This design comes from an exercise in tuning for small area on the open sky130 flow, not from production work. Only simulation tests tie the RTL to the original design; equivalence was not proved. Power is estimated from default activity; no workload was simulated.

`design/flow/config.mk`:
```
export PLATFORM = sky130hd
export DESIGN_NAME = cpu_top
export DESIGN_NICKNAME = cpu_top
export VERILOG_FILES = /design/flow/design.v
export SDC_FILE = /design/flow/constraint.sdc
export NUM_CORES = 4
export LEC_CHECK = 0
export CAP_MARGIN = 20
export CORE_MARGIN = 2
export CORE_UTILIZATION = 40
export SLEW_MARGIN = 20
```
`design/flow/constraint.sdc`:
```
create_clock -name core_clock -period 10.0 [get_ports {clk}]
set_input_delay 2.0000 -clock core_clock [delete_from_list [all_inputs] [get_ports {clk}]]
set_output_delay 2.0000 -clock core_clock [all_outputs]
set_load 0.01 [all_outputs]
```
`design/flow/design.v`:
```
`timescale 1ns/1ps
package cpu_pkg;
    localparam int XLEN       = 16;
    localparam int REG_ADDR_W = 3;
    localparam int NUM_REGS   = 8;
    localparam int IMM_W      = 4;
    typedef enum logic [1:0] {
        CLASS_MEM  = 2'b00,
        CLASS_ALU  = 2'b01,
        CLASS_JUMP = 2'b10,
        CLASS_NOP  = 2'b11
    } instr_class_t;
    typedef enum logic [2:0] {
        ADD, SUB, AND, OR, XOR, SHL, SHR, SLT
    } alu_op_t;
    typedef enum logic [2:0] {
        J_NEVER, J_ALWAYS, J_ZERO, J_NONZERO, J_NEG
    } jump_cond_t;
    localparam logic [2:0] MEM_LOAD  = 3'd0;
    localparam logic [2:0] MEM_STORE = 3'd1;
    typedef struct packed {
        instr_class_t          cls;
        logic                  form;
        logic [2:0]            op;
        logic [REG_ADDR_W-1:0] dst;
        logic [REG_ADDR_W-1:0] rs1;
        logic [REG_ADDR_W-1:0] rs2;
        logic                  unused;
    } instr_reg_t;
    typedef struct packed {
        instr_class_t          cls;
        logic                  form;
        logic [2:0]            op;
        logic [REG_ADDR_W-1:0] dst;
        logic [REG_ADDR_W-1:0] rs1;
        logic [IMM_W-1:0]      imm;
    } instr_imm_t;
    typedef union packed {
        instr_reg_t r;
        instr_imm_t i;
    } instr_word_t;
    typedef enum logic [2:0] {
        ST_IDLE, ST_FETCH, ST_DECODE, ST_REG_READ,
        ST_EXECUTE, ST_MEMORY, ST_MEM_WAIT, ST_WRITEBACK
    } stage_t;
endpackage
`timescale 1ns/1ps
module cpu_sequencer (
    input  logic   clk,
    input  logic   rst,
    output cpu_pkg::stage_t stage,
    output logic   fetch_en,
    output logic   decode_en,
    output logic   read_en,
    output logic   exec_en,
    output logic   mem_en,
    output logic   wb_en
);
    always_ff @(posedge clk or posedge rst) begin
        if (rst) begin
            stage <= cpu_pkg::ST_IDLE;
        end else begin
            case (stage)
                cpu_pkg::ST_IDLE:      stage <= cpu_pkg::ST_FETCH;
                cpu_pkg::ST_FETCH:     stage <= cpu_pkg::ST_DECODE;
                cpu_pkg::ST_DECODE:    stage <= cpu_pkg::ST_REG_READ;
                cpu_pkg::ST_REG_READ:  stage <= cpu_pkg::ST_EXECUTE;
                cpu_pkg::ST_EXECUTE:   stage <= cpu_pkg::ST_MEMORY;
                cpu_pkg::ST_MEMORY:    stage <= cpu_pkg::ST_MEM_WAIT;
                cpu_pkg::ST_MEM_WAIT:  stage <= cpu_pkg::ST_WRITEBACK;
                cpu_pkg::ST_WRITEBACK: stage <= cpu_pkg::ST_IDLE;
                default:      stage <= cpu_pkg::ST_IDLE;
            endcase
        end
    end
    assign fetch_en  = (stage == cpu_pkg::ST_FETCH);
    assign decode_en = (stage == cpu_pkg::ST_DECODE);
    assign read_en   = (stage == cpu_pkg::ST_REG_READ);
    assign exec_en   = (stage == cpu_pkg::ST_EXECUTE);
    assign mem_en    = (stage == cpu_pkg::ST_MEMORY);
    assign wb_en     = (stage == cpu_pkg::ST_WRITEBACK);
endmodule
`timescale 1ns/1ps
module instr_decoder (
    input  logic                  clk,
    input  logic                  rst,
    input  logic                  fetch_en,
    input  logic                  decode_en,
    input  logic [cpu_pkg::XLEN-1:0]       instr_in,
    output logic [cpu_pkg::REG_ADDR_W-1:0] rs1,
    output logic [cpu_pkg::REG_ADDR_W-1:0] rs2_sel,
    output logic [cpu_pkg::REG_ADDR_W-1:0] dst,
    output logic [cpu_pkg::XLEN-1:0]       imm_se,
    output logic                  use_imm,
    output cpu_pkg::alu_op_t               alu_op,
    output cpu_pkg::jump_cond_t            jump_cond,
    output logic                  imm_jump,
    output logic                  mem_write,
    output logic                  mem_load,
    output logic                  reg_write
);
    cpu_pkg::instr_word_t  word_q;
    cpu_pkg::instr_class_t cls;
    logic [2:0]   op;
    logic         is_load;
    logic         is_store;
    logic         imm_form;
    cpu_pkg::alu_op_t      alu_op_d;
    cpu_pkg::jump_cond_t   jump_cond_d;
    always_ff @(posedge clk) begin
        if (fetch_en) begin
            word_q <= instr_in;
        end
    end
    assign cls      = word_q.r.cls;
    assign op       = word_q.r.op;
    assign is_load  = (cls == cpu_pkg::CLASS_MEM) && (op == cpu_pkg::MEM_LOAD);
    assign is_store = (cls == cpu_pkg::CLASS_MEM) && (op == cpu_pkg::MEM_STORE);
    assign imm_form = word_q.r.form || is_store;
    always_comb begin
        alu_op_d    = cpu_pkg::ADD;
        jump_cond_d = cpu_pkg::J_NEVER;
        if (cls == cpu_pkg::CLASS_ALU) begin
            alu_op_d = cpu_pkg::alu_op_t'(op);
        end
        if ((cls == cpu_pkg::CLASS_JUMP) && (op <= cpu_pkg::J_NEG)) begin
            jump_cond_d = cpu_pkg::jump_cond_t'(op);
        end
    end
    always_ff @(posedge clk) begin
        if (decode_en) begin
            rs1     <= word_q.r.rs1;
            dst     <= word_q.r.dst;
            rs2_sel <= is_store ? word_q.r.dst : word_q.r.rs2;
            imm_se  <= imm_form ? {{(cpu_pkg::XLEN-cpu_pkg::IMM_W){word_q.i.imm[cpu_pkg::IMM_W-1]}}, word_q.i.imm} : '0;
        end
    end
    always_ff @(posedge clk or posedge rst) begin
        if (rst) begin
            use_imm   <= 1'b0;
            alu_op    <= cpu_pkg::ADD;
            jump_cond <= cpu_pkg::J_NEVER;
            imm_jump  <= 1'b0;
            mem_write <= 1'b0;
            mem_load  <= 1'b0;
            reg_write <= 1'b0;
        end else if (decode_en) begin
            use_imm   <= imm_form;
            alu_op    <= alu_op_d;
            jump_cond <= jump_cond_d;
            imm_jump  <= (cls == cpu_pkg::CLASS_JUMP) && word_q.i.form;
            mem_write <= is_store;
            mem_load  <= is_load;
            reg_write <= (cls == cpu_pkg::CLASS_ALU) || is_load;
        end
    end
endmodule
`timescale 1ns/1ps
module register_file (
    input  logic                  clk,
    input  logic                  rst,
    input  logic                  read_en,
    input  logic                  wb_en,
    input  logic                  reg_write,
    input  logic [cpu_pkg::REG_ADDR_W-1:0] rs1,
    input  logic [cpu_pkg::REG_ADDR_W-1:0] rs2_sel,
    input  logic [cpu_pkg::REG_ADDR_W-1:0] dst,
    input  logic [cpu_pkg::XLEN-1:0]       wb_data,
    output logic [cpu_pkg::XLEN-1:0]       operand_a,
    output logic [cpu_pkg::XLEN-1:0]       operand_b
);
    logic [cpu_pkg::XLEN-1:0] regs [cpu_pkg::NUM_REGS];
    always_ff @(posedge clk or posedge rst) begin
        if (rst) begin
            for (int i = 0; i < cpu_pkg::NUM_REGS; i++) begin
                regs[i] <= '0;
            end
        end else if (wb_en && reg_write) begin
            regs[dst] <= wb_data;
        end
    end
    always_ff @(posedge clk) begin
        if (read_en) begin
            operand_a <= regs[rs1];
            operand_b <= regs[rs2_sel];
        end
    end
endmodule
`timescale 1ns/1ps
module alu (
    input  logic            clk,
    input  logic            rst,
    input  logic            exec_en,
    input  logic [cpu_pkg::XLEN-1:0] operand_a,
    input  logic [cpu_pkg::XLEN-1:0] operand_b,
    input  logic [cpu_pkg::XLEN-1:0] imm_se,
    input  logic            use_imm,
    input  cpu_pkg::alu_op_t         alu_op,
    output logic [cpu_pkg::XLEN-1:0] alu_result
);
    logic [cpu_pkg::XLEN-1:0] in_b;
    logic [cpu_pkg::XLEN-1:0] result_d;
    assign in_b = use_imm ? imm_se : operand_b;
    always_comb begin
        case (alu_op)
            cpu_pkg::ADD:     result_d = operand_a + in_b;
            cpu_pkg::SUB:     result_d = operand_a - in_b;
            cpu_pkg::AND:     result_d = operand_a & in_b;
            cpu_pkg::OR:      result_d = operand_a | in_b;
            cpu_pkg::XOR:     result_d = operand_a ^ in_b;
            cpu_pkg::SHL:     result_d = operand_a << in_b[3:0];
            cpu_pkg::SHR:     result_d = operand_a >> in_b[3:0];
            cpu_pkg::SLT:     result_d = ($signed(operand_a) < $signed(in_b)) ? cpu_pkg::XLEN'(1) : '0;
            default: result_d = '0;
        endcase
    end
    always_ff @(posedge clk or posedge rst) begin
        if (rst) begin
            alu_result <= '0;
        end else if (exec_en) begin
            alu_result <= result_d;
        end
    end
endmodule
`timescale 1ns/1ps
module pc_unit (
    input  logic            clk,
    input  logic            rst,
    input  logic            exec_en,
    input  logic            wb_en,
    input  logic [cpu_pkg::XLEN-1:0] operand_a,
    input  logic [cpu_pkg::XLEN-1:0] operand_b,
    input  logic [cpu_pkg::XLEN-1:0] imm_se,
    input  logic            imm_jump,
    input  cpu_pkg::jump_cond_t      jump_cond,
    output logic [cpu_pkg::XLEN-1:0] pc
);
    logic            take_jump;
    logic            cond_met;
    logic [cpu_pkg::XLEN-1:0] target;
    always_comb begin
        case (jump_cond)
            cpu_pkg::J_ALWAYS:  cond_met = 1'b1;
            cpu_pkg::J_ZERO:    cond_met = (operand_a == '0);
            cpu_pkg::J_NONZERO: cond_met = (operand_a != '0);
            cpu_pkg::J_NEG:     cond_met = operand_a[cpu_pkg::XLEN-1];
            default:   cond_met = 1'b0;
        endcase
    end
    always_ff @(posedge clk or posedge rst) begin
        if (rst) begin
            take_jump <= 1'b0;
            target    <= '0;
            pc        <= '0;
        end else begin
            if (exec_en) begin
                take_jump <= cond_met;
                target    <= imm_jump ? (pc + imm_se) : operand_b;
            end
            if (wb_en) begin
                pc <= take_jump ? target : (pc + cpu_pkg::XLEN'(1));
            end
        end
    end
endmodule
`timescale 1ns/1ps
module memory_port (
    input  logic            clk,
    input  logic            rst,
    input  logic            mem_en,
    input  logic            mem_write,
    input  logic            mem_load,
    input  logic [cpu_pkg::XLEN-1:0] alu_result,
    input  logic [cpu_pkg::XLEN-1:0] operand_b,
    input  logic [cpu_pkg::XLEN-1:0] pmem_data_in,
    output logic [cpu_pkg::XLEN-1:0] pmem_addr_out,
    output logic [cpu_pkg::XLEN-1:0] pmem_data_out,
    output logic            pmem_write,
    output logic [cpu_pkg::XLEN-1:0] wb_data
);
    always_ff @(posedge clk or posedge rst) begin
        if (rst) begin
            pmem_addr_out <= '0;
            pmem_data_out <= '0;
            pmem_write    <= 1'b0;
        end else begin
            pmem_write <= mem_en && mem_write;
            if (mem_en) begin
                pmem_addr_out <= alu_result;
                pmem_data_out <= operand_b;
            end
        end
    end
    assign wb_data = mem_load ? pmem_data_in : alu_result;
endmodule
`timescale 1ns/1ps
module cpu_top (
    input  logic            clk,
    input  logic            rst,
    input  logic [cpu_pkg::XLEN-1:0] instr_in,
    input  logic [cpu_pkg::XLEN-1:0] pmem_data_in,
    output logic [cpu_pkg::XLEN-1:0] pc,
    output logic [cpu_pkg::XLEN-1:0] pmem_data_out,
    output logic [cpu_pkg::XLEN-1:0] pmem_addr_out,
    output logic            pmem_write
);
    cpu_pkg::stage_t                stage;
    logic                  fetch_en;
    logic                  decode_en;
    logic                  read_en;
    logic                  exec_en;
    logic                  mem_en;
    logic                  wb_en;
    logic [cpu_pkg::REG_ADDR_W-1:0] rs1;
    logic [cpu_pkg::REG_ADDR_W-1:0] rs2_sel;
    logic [cpu_pkg::REG_ADDR_W-1:0] dst;
    logic [cpu_pkg::XLEN-1:0]       imm_se;
    logic                  use_imm;
    cpu_pkg::alu_op_t               alu_op;
    cpu_pkg::jump_cond_t            jump_cond;
    logic                  imm_jump;
    logic                  mem_write;
    logic                  mem_load;
    logic                  reg_write;
    logic [cpu_pkg::XLEN-1:0]       operand_a;
    logic [cpu_pkg::XLEN-1:0]       operand_b;
    logic [cpu_pkg::XLEN-1:0]       alu_result;
    logic [cpu_pkg::XLEN-1:0]       wb_data;
    cpu_sequencer i_cpu_sequencer (
        .clk       (clk),
        .rst       (rst),
        .stage     (stage),
        .fetch_en  (fetch_en),
        .decode_en (decode_en),
        .read_en   (read_en),
        .exec_en   (exec_en),
        .mem_en    (mem_en),
        .wb_en     (wb_en)
    );
    instr_decoder i_instr_decoder (
        .clk       (clk),
        .rst       (rst),
        .fetch_en  (fetch_en),
        .decode_en (decode_en),
        .instr_in  (instr_in),
        .rs1       (rs1),
        .rs2_sel   (rs2_sel),
        .dst       (dst),
        .imm_se    (imm_se),
        .use_imm   (use_imm),
        .alu_op    (alu_op),
        .jump_cond (jump_cond),
        .imm_jump  (imm_jump),
        .mem_write (mem_write),
        .mem_load  (mem_load),
        .reg_write (reg_write)
    );
    register_file i_register_file (
        .clk       (clk),
        .rst       (rst),
        .read_en   (read_en),
        .wb_en     (wb_en),
        .reg_write (reg_write),
        .rs1       (rs1),
        .rs2_sel   (rs2_sel),
        .dst       (dst),
        .wb_data   (wb_data),
        .operand_a (operand_a),
        .operand_b (operand_b)
    );
    alu i_alu (
        .clk        (clk),
        .rst        (rst),
        .exec_en    (exec_en),
        .operand_a  (operand_a),
        .operand_b  (operand_b),
        .imm_se     (imm_se),
        .use_imm    (use_imm),
        .alu_op     (alu_op),
        .alu_result (alu_result)
    );
    pc_unit i_pc_unit (
        .clk       (clk),
        .rst       (rst),
        .exec_en   (exec_en),
        .wb_en     (wb_en),
        .operand_a (operand_a),
        .operand_b (operand_b),
        .imm_se    (imm_se),
        .imm_jump  (imm_jump),
        .jump_cond (jump_cond),
        .pc        (pc)
    );
    memory_port i_memory_port (
        .clk           (clk),
        .rst           (rst),
        .mem_en        (mem_en),
        .mem_write     (mem_write),
        .mem_load      (mem_load),
        .alu_result    (alu_result),
        .operand_b     (operand_b),
        .pmem_data_in  (pmem_data_in),
        .pmem_addr_out (pmem_addr_out),
        .pmem_data_out (pmem_data_out),
        .pmem_write    (pmem_write),
        .wb_data       (wb_data)
    );
endmodule
```
`design/flow/run.sh`:
```
#!/bin/bash
# synth_recipe.tcl (not shown) runs the flow's synth.tcl, then flattens the netlist and writes it again
# the make line also repeats each setting of config.mk as NAME=value (left out here)
make -C /OpenROAD-flow-scripts/flow DESIGN_CONFIG=/design/flow/config.mk WORK_HOME=/design/flow/orfs CLKGATE_MAP_FILE= SYNTH_SCRIPT=/design/flow/synth_recipe.tcl finish
```
==> metrics.md <==
| Metric | Value |
|---|---|
| Switch Pwr | `961 uW` |
| Syn Inst Count | `roughly 1,900` |
| Worst setup margin | `5.61 ns` |
| Syn nets | `roughly 2,000` |
| Met3 WL | `3970 um` |
| Drt first-iter violations | `1,401` |
| Hold depth | `0` |
| Num CTS Buffers | `31` |
| Final nets | `2,065` |
| Worst path depth | `13` |
| Status | `no timing/DRC/antenna violations` |
| Core Rows | `76` |
| Die Span Y | `213 um` |
| Buffers and inverters on the worst path | `2` |
| Worst skew pair latency | `just under 0.6 ns` |
| Area Overhead vs Synth | `13.8%` |
| Multi-input gate area in the final layout | `9300 um2` |
| Global-route wire length before repair | `90,000 um` |
| Synth top area cells | `dfrtp_1 (32%), edfxtp_1 (10%), a21oi_1 (6.9%)` |
| CTS tree | `yes` |
| Fill cell count | `4,162` |
| PortBufs | `82` |
| Post-layout util | `46.1%` |
| DR DRC count | `0` |
| Fin. Hold Viols | `0` |
| Setup violations, final | `0` |
| Crit Path Category | `reg2reg` |
| Slowest CP cell | `dfrtp_1` |
| Fmax | `228 MHz` |
| CP endpoint kind | `flip-flop` |
| Sequential fraction of the synthesis area | `42.6%` |
| Via count of the first global-routing pass | `14,700` |
| Largest net degree at the start of global routing | `90` |
| Die ar. | `approximately 45,000 um2` |
| CP top delay family | `compound AO/OA/AOI/OAI gates` |
| Fin crit period | `4.39 ns` |
| Avg Cell Area, Syn | `9.03 um2` |
| WHS | `0.417 ns` |
| Relative slew slack | `22.7%` |
| Net Sw Frac | `29.6%` |
| Buffer count from post-CTS setup fixing | `0` |
| Most frequent cell after synthesis | `nor2_1` |
| DR vias/cell | `5.94` |
| Post-synth top cells | `nor2_1 (266), a21oi_1 (240), dfrtp_1 (224)` |
| Cts hold-fix bufs | `0` |
| MaxCap Viol Count | `0` |
| Syn Std Cell Area | `around 17,000 um2` |
| P_leak | `a little under 8 nW` |
| Cell Pwr Density | `163 nW/um2` |
| Worst min-delay path category | `reg2reg` |
| Sum of negative setup slack | `0 ns` |
| WL per Instance | `23.0 um` |
| Comb pwr share | `about 18%` |
| Clk_skew | `0.0219 ns` |
| Routed WL | `between 50,000 and 60,000 um` |
| Initial antenna violation count | `0` |
| Layout cells sized above 1 | `under 10%` |
| Internal Power | `2.28 mW` |
| Root Buffer | `clkbuf_16` |
| Final max-slew violation count | `0` |
| Uppermost layer routed | `met4` |
| # H-tree levels | `1` |
| Critical path launch point type | `flip-flop` |
| Worst path max stage delay | `0.54 ns` |
| Place WS | `5.68 ns` |
| CP Max Fanout | `36` |
| Flop pwr share | `44.2%` |
| Initial core utilization | `40.5%` |
| Met2 Wirelength | `around 27,000 um` |
| Critical Path, Cell by Cell | `mux2i_2 -> buf_4 -> inv_2 -> ha_1 -> fa_1 -> o21ba_1 -> or4_4 -> a311oi_2 -> o211ai_2 -> and3_1 -> o21a_1 -> o32ai_1 -> o21ai_1` |
| Post-synthesis cell type count | `75` |
| Die width | `between 200 and 250 um` |
| FFs w/ async S/R, synth | `around four fifths` |
| Final Wtd Congestion | `between 0.9 and 1` |
| Total gr overflow | `0` |
| Clock power frac | `between 30% and 40%` |
| Area share of the largest cell type after synthesis | `32.1%` |
| WP data required | `10.47 ns` |
| Clk slew on worst S/H paths | `0.07 ns` |
| CTS Sinks | `285` |
| Post-CTS Resized | `0` |
| Arrival time at the worst endpoint | `approximately 4.9 ns` |
| Seq cells post-synth | `285` |
| Synth warn | `7` |
| Max Root-Sink Buffers | `3` |
| I/O pin count | `between 80 and 90` |
| GRT Total Usage | `a little over a quarter` |
| Yosys top cell by area | `dfrtp_1` |
| Hpwl dp | `40,900 um` |
| R2R cell count | `13` |
| Core area | `43,100 um2` |
| Vias | `~15,000` |
| Max IR drop VDD | `0.130 mV` |
| Post-route ant nets | `0` |
| Tcrit/Tclk final | `43.9%` |
| Ys flop type | `dfrtp_1` |
| Post-synth EDFFs | `61` |
| Sequential standard cell area | `7440 um2` |
| RSZ-0062 raised after global routing | `no` |
| Tightest Pin Transition | `approximately 1.2 ns` |
| TritonRoute pass-1 iters | `6` |
| Routed length on met1 | `~25,000 um` |
final cells by class:
type | instances | area share [%]
well taps | 585 | 3.68
clock inverters | 17 | 1.28
multi-input cells | 1443 | 46.8
flip-flops and latches | 285 | 37.4
diodes | 1 | 0.0126
inverters | 83 | 1.61
clock buffers | 40 | 4.07
repair buffers | 108 | 5.11
per-layer routing:
layer  vias up  track usage, %
met3       131            4.21
met1      7511            34.9
li1       7000               -
met4         0            11.2
met2       567            42.5
met5         -               0
registers in the layout, indices dropped and copies added, names as in the netlist, 4 cells and up:
name                         count
i_pc_unit.target                16
i_register_file.operand_a       16
i_instr_decoder.imm_se           4
i_instr_decoder.word_q          16
i_pc_unit.pc                    16
i_memory_port.pmem_addr_out     16
i_register_file.regs           128
i_alu.alu_result                16
i_register_file.operand_b       16
i_memory_port.pmem_data_out     16
placed cells by master, fill, tap and decap left out, types with 9 or more instances in the layout:
master,netlist,routed
nor2_1,266,260
a21oi_1,240,240
dfrtp_1,224,224
nand2_1,154,154
o21ai_0,136,136
clkdlybuf4s50_1,0,82
ha_1,76,76
inv_1,76,75
mux2i_1,72,70
edfxtp_1,61,61
mux2_2,53,53
nand3_1,36,36
nor3_1,36,34
clkbuf_16,0,31
buf_4,0,26
a31oi_1,25,25
nor2b_1,25,24
o211ai_1,24,24
a221oi_1,23,23
a211oi_1,21,21
o22ai_1,19,19
mux4_2,19,19
xnor2_1,18,18
and3_1,14,14
xor2_1,14,14
nand2b_1,14,14
a22o_1,14,14
a22oi_1,13,13
nor4_1,11,11
clkbuf_1,98,9
path summary, 6_finish.rpt:
path                                                          start                                      end  slack (ns)
max in group asynchronous                                       rst              i_pc_unit.pc[5]$_DFFE_PP0N_        6.70
min in group asynchronous                                       rst  i_register_file.regs[5][15]$_DFFE_PP0P_        1.90
worst min-delay path            i_instr_decoder.word_q[4]$_DFFE_PN_         i_instr_decoder.rs1[0]$_DFFE_PN_        0.42
worst max register to register  i_instr_decoder.use_imm$_DFFE_PP0N_         i_alu.alu_result[12]$_DFFE_PP0N_        5.61
worst max-delay path            i_instr_decoder.use_imm$_DFFE_PP0N_         i_alu.alu_result[12]$_DFFE_PP0N_        5.61
worst min register to register  i_instr_decoder.word_q[4]$_DFFE_PN_         i_instr_decoder.rs1[0]$_DFFE_PN_        0.42
kinds of logic (layout without fill, tap and decap cells):
family | Yosys count | after routing | share of synthesized area, %
fa+ha+maj | 79 | 79 | 5.79
buf+inv | 205 | 248 | 4.52
flops | 285 | 285 | 42.6
other cells | 0 | 1 | 0
compound gates | 599 | 599 | 20.8
simple gates | 588 | 588 | 14.7
xor+xnor | 32 | 32 | 1.60
mux | 145 | 145 | 10.1
per-stage QoR:
| step | cell area, um2 | instances | power [mW] |
|---|---|---|---|
| 3_3_place_gp | 18800 | 2504 | 2.02 |
| 6_report | 19900 | 2562 | 3.24 |
| 2_1_floorplan | 17500 | 1933 | 1.77 |
| 4_1_cts | 19900 | 2561 | 3.26 |
| 5_1_grt | 19900 | 2561 | 3.39 |
| 3_5_place_dp | 18800 | 2504 | 2.03 |
power groups by stage:
stage	clock network (mW)	registers, mW	logic [mW]
2_1_floorplan	0	1.40	0.369
3_3_place_gp	0	1.45	0.573
3_5_place_dp	0	1.45	0.582
4_1_cts	1.24	1.43	0.584
5_1_grt	1.29	1.45	0.652
6_report	1.23	1.43	0.583

separate check: timing with driven ports:
The results above use ideal ports. As a check the final layout listed here was re-extracted and re-timed, cells and wires unchanged.
Step 1, drivers: a clkbuf_16 drives clk and a buf_2 each remaining input, both assumed.
Step 2 also shifts input and output timing later by t, the mid clock arrival at the registers, as if the neighbouring blocks saw the same clock.
Three values: ideal ports, drivers, drivers and shift; two values: the first two.
shift t [ns]: 0.637
slack for setup (ns): 5.612 / 5.612 / 5.612
hold WS [ns]: 0.417 / 0.417 / 0.417
worst setup path at the end: register to register
pins driven straight from the clock port: 1
After both steps setup and hold are still met in this run. The setup slack of this run moves by 0.000 ns with the drivers and by 0.000 ns with both steps.
